Background: an optimization exercise with open tools, aiming at small area. Do not read the settings as production practice. In this exercise RTL edits were held to simulation tests only and were not proved equivalent to the original. Power and IR drop assume default switching activity.

== the previous run ==
==> module rpc_chan_pipe, before the edit <==
module rpc_chan_pipe #(
    parameter int unsigned NumChan    = 5,
    parameter int unsigned DataWidth  = 128,
    parameter int unsigned Depth      = 2,
    parameter int unsigned WdogCycles = 1024,
    localparam int unsigned OccW      = (Depth < 1) ? 1 : $clog2(Depth + 1)
) (
    input  logic                         clk_i,
    input  logic                         rst_i,
    input  logic                         flush_i,
    input  logic [NumChan-1:0]           in_valid_i,
    output logic [NumChan-1:0]           in_ready_o,
    input  logic [NumChan*DataWidth-1:0] in_data_i,
    output logic [NumChan-1:0]           out_valid_o,
    input  logic [NumChan-1:0]           out_ready_i,
    output logic [NumChan*DataWidth-1:0] out_data_o,
    output logic [NumChan*OccW-1:0]      occ_o,
    input  logic                         wdog_clr_i,
    output logic [NumChan-1:0]           wdog_o
);
    logic init_q;
    always_ff @(posedge clk_i or posedge rst_i) begin
        if (rst_i) begin
            init_q <= 1'b0;
        end else begin
            init_q <= 1'b1;
        end
    end
    for (genvar c = 0; c < NumChan; c++) begin : g_chan
        logic                 one_q, full_q;    
        logic                 one_d, full_d;
        logic                 valid, push, pop;
        logic                 sel_hold, sel_in, sel_tail;
        logic [DataWidth-1:0] head_q, tail_q, din;
        assign din            = in_data_i[c*DataWidth +: DataWidth];
        assign valid          = one_q | full_q;
        assign in_ready_o[c]  = init_q & ~full_q & ~flush_i;
        assign out_valid_o[c] = valid;
        assign push           = in_valid_i[c] & in_ready_o[c];
        assign pop            = valid & out_ready_i[c];
        assign out_data_o[c*DataWidth +: DataWidth] = head_q;
        assign occ_o[c*OccW +: OccW]                = {full_q, one_q};
        always_comb begin
            one_d  = 1'b0;
            full_d = 1'b0;
            if (!flush_i) begin
                if (full_q) begin
                    full_d = ~pop;
                    one_d  = pop;
                end else if (one_q) begin
                    full_d = push & ~pop;
                    one_d  = push ~^ pop;
                end else begin
                    one_d  = push;
                end
            end
        end
        always_ff @(posedge clk_i or posedge rst_i) begin
            if (rst_i) begin
                one_q  <= 1'b0;
                full_q <= 1'b0;
            end else begin
                one_q  <= one_d;
                full_q <= full_d;
            end
        end
        assign sel_hold = valid & ~out_ready_i[c];
        assign sel_tail = full_q & out_ready_i[c];
        assign sel_in   = ~full_q & ~sel_hold;
        always_ff @(posedge clk_i) begin
            head_q <= ({DataWidth{sel_hold}} & head_q)
                    | ({DataWidth{sel_tail}} & tail_q)
                    | ({DataWidth{sel_in}}   & din);
            if (!full_q) begin
                tail_q <= din;
            end
        end
    end
    localparam int unsigned    WdW     = $clog2(WdogCycles + 1);
    localparam logic [WdW-1:0] WdMax   = WdW'(WdogCycles);
    for (genvar c = 0; c < NumChan; c++) begin : g_wdog
        logic [WdW-1:0] wd_cnt_q, wd_cnt_d;
        logic           wd_flag_q, wd_flag_d;
        logic           stall;
        assign stall = out_valid_o[c] & ~out_ready_i[c] & ~flush_i;
        always_comb begin
            if (!stall) begin
                wd_cnt_d = '0;
            end else if (wd_cnt_q != WdMax) begin
                wd_cnt_d = wd_cnt_q + WdW'(1);
            end else begin
                wd_cnt_d = wd_cnt_q;
            end
            wd_flag_d = ((wd_cnt_d == WdMax) && (wd_cnt_q != WdMax))
                      || (wd_flag_q && !wdog_clr_i);
        end
        always_ff @(posedge clk_i) begin
            wd_cnt_q <= wd_cnt_d;
        end
        always_ff @(posedge clk_i or posedge rst_i) begin
            if (rst_i) begin
                wd_flag_q <= 1'b0;
            end else begin
                wd_flag_q <= wd_flag_d;
            end
        end
        assign wdog_o[c] = wd_flag_q;
    end
endmodule
export LEC_CHECK = 0
export ABC_AREA = 1
export CAP_MARGIN = 20
export CORE_AREA = 5 5 445 445
export DIE_AREA = 0 0 450 450
export SLEW_MARGIN = 20
create_clock -name core_clock -period 5.0 [get_ports {clk_i}]
standard.sh (not shown) runs the stock make flow with config.mk's settings and CLKGATE_MAP_FILE= SYNTH_SCRIPT=/design/flow/synth_recipe.tcl, a recipe that flattens the netlist after the stock synthesis.
==> flow/flow/run.sh <==
#!/bin/bash
# Standard layout with three changes:
#  1. after the standard synthesis, the combinational cells are re-mapped by ABC with an
#     area-oriented mapper (flow/remap.ys, flow/remap.abc); registers are left untouched;
#  2. ports are buffered with the smallest plain buffer (sky130_fd_sc_hd__buf_1);
#  3. clock tree synthesis uses larger sink clusters and inserts no dummy loads.
# Each tool's full output goes to a log file of its own in the work folder.
set -euo pipefail
W=$PWD
R=$W/orfs/results/$FLOW_PLATFORM/rpc_chan_pipe/base
YOSYS=$(command -v yosys || echo "$FLOW_HOME/../tools/install/yosys/bin/yosys")
LIB=$FLOW_HOME/platforms/$FLOW_PLATFORM/lib/sky130_fd_sc_hd__tt_025C_1v80.lib

bash standard.sh synth > flow_synth.log 2>&1

cp "$R/1_2_yosys.v" "$W/flow_std_1_2_yosys.v"
sed -e "s#@LIB@#$LIB#g" -e "s#@IN@#$W/flow_std_1_2_yosys.v#" -e "s#@TOP@#$FLOW_TOP#" \
    -e "s#@ABC@#$W/flow/remap.abc#" -e "s#@OUT@#$W/flow_remap.v#" flow/remap.ys > flow_remap.ys
"$YOSYS" -l flow_remap.log -q -s flow_remap.ys > /dev/null
cp "$W/flow_remap.v" "$R/1_2_yosys.v"
touch "$R/1_2_yosys.v"

bash standard.sh \
  "BUFFER_PORTS_ARGS=-buffer_cell sky130_fd_sc_hd__buf_1" \
  "CTS_ARGS=-sink_clustering_enable -repair_clock_nets -dont_use_dummy_load -sink_clustering_size 24 -sink_clustering_max_diameter 100 -buf_list {sky130_fd_sc_hd__clkbuf_8 sky130_fd_sc_hd__clkbuf_16}" \
  finish > flow_make.log 2>&1
==> flow/flow/remap.abc <==
strash
&get -n
&nf -p -a
&put
==> flow/flow/remap.ys <==
# Re-map the combinational cells of the standard synthesis netlist with an area-oriented ABC
# mapper. Flip-flops (and the tie cell) are kept as black boxes, so every register keeps its
# instance name and cell type.
read_liberty -ignore_miss_func @LIB@
blackbox sky130_fd_sc_hd__df* sky130_fd_sc_hd__edf* sky130_fd_sc_hd__sdf* sky130_fd_sc_hd__dl* sky130_fd_sc_hd__conb_1
read_verilog -noautowire @IN@
hierarchy -top @TOP@
flatten
opt_clean -purge
abc -script @ABC@ -liberty @LIB@ -dont_use sky130_fd_sc_hd__probe* -dont_use sky130_fd_sc_hd__lpflow*
opt_clean -purge
stat -liberty @LIB@
write_verilog -noattr -nohex -nodec @OUT@
Setup changes, the previous run to the current run
--- a/flow/design.v
+++ b/flow/design.v
@@ -27,14 +27,14 @@
         end
     end
     for (genvar c = 0; c < NumChan; c++) begin : g_chan
         logic                 one_q, full_q;    
         logic                 one_d, full_d;
         logic                 valid, push, pop;
-        logic                 sel_hold, sel_in, sel_tail;
-        logic [DataWidth-1:0] head_q, tail_q, din;
+        logic                 sel_hold;
+        logic [DataWidth-1:0] head_q, tail_q, tail_d, din;
         assign din            = in_data_i[c*DataWidth +: DataWidth];
         assign valid          = one_q | full_q;
         assign in_ready_o[c]  = init_q & ~full_q & ~flush_i;
         assign out_valid_o[c] = valid;
         assign push           = in_valid_i[c] & in_ready_o[c];
         assign pop            = valid & out_ready_i[c];
@@ -62,20 +62,17 @@
             end else begin
                 one_q  <= one_d;
                 full_q <= full_d;
             end
         end
         assign sel_hold = valid & ~out_ready_i[c];
-        assign sel_tail = full_q & out_ready_i[c];
-        assign sel_in   = ~full_q & ~sel_hold;
+        assign tail_d   = ({DataWidth{full_q}} & tail_q) | ({DataWidth{~full_q}} & din);
         always_ff @(posedge clk_i) begin
-            head_q <= ({DataWidth{sel_hold}} & head_q)
-                    | ({DataWidth{sel_tail}} & tail_q)
-                    | ({DataWidth{sel_in}}   & din);
-            if (!full_q) begin
-                tail_q <= din;
+            tail_q <= tail_d;
+            if (!sel_hold) begin
+                head_q <= tail_d;
             end
         end
     end
     localparam int unsigned    WdW     = $clog2(WdogCycles + 1);
     localparam logic [WdW-1:0] WdMax   = WdW'(WdogCycles);
     for (genvar c = 0; c < NumChan; c++) begin : g_wdog
==> run notes <==
- The current run did not stop at any stage, and its layout met the timing, design-rule and antenna checks.
- Taking the previous run as the reference, in the current run fmax higher; net switching component of the power lower; non-clock buffer share of cell area lower; share of total power in combinational logic lower.
- Routed wire in the current run totals less than in the previous run.
- Summary of the current run over the previous run: critical path depth now sits higher; routability congestion estimate now sits lower; share of cells above drive strength 1 now sits lower; final-stage net count now sits lower.
- When the current run is measured against the previous run, its worst hold slack turns out 0.064 ns lower.
- Portion of total power attributed to the clock network | the current run above the previous run
- Of the current run and the previous run, it is the current run that has the lower total chip power.
- Of the two values seen for slowest cell on the critical path, nor2_1 was produced by the previous run and nand2b_1 by the current run.
- Relative to the previous run, final cycle utilization of the critical path has decreased by 3.6 points in the current run.

## what the ideal ports hide
The results above use ideal ports. As a check the final layouts listed here were re-extracted and re-timed, cells and wires unchanged. Step 1 assumes that a clkbuf_16 drives the clock port and a buf_2 every other input. Step 2 adds t to the input delays and takes it off the output delays; t is the mean of the earliest and latest rising clock arrival at the registers after step 1. Input paths then give back, and output paths get back, about the clock's delay inside the block. a / b / c = no drivers / after step 1 / after step 2; a / b = the first two.
run	t (ns)	setup WS [ns]	hold WS [ns]	worst data-port slew with drivers (ns)
the previous run	0.746	1.638 / 1.615 / 1.427	0.372 / 0.372 / 0.372	0.30
the current run	0.750	1.818 / 1.749 / 1.795	0.308 / 0.250 / 0.451	0.31
After both steps every run listed still meets setup and hold. The setup slack of the previous run, which loses most, moves by -0.023 ns with the drivers and by -0.211 ns with both steps.
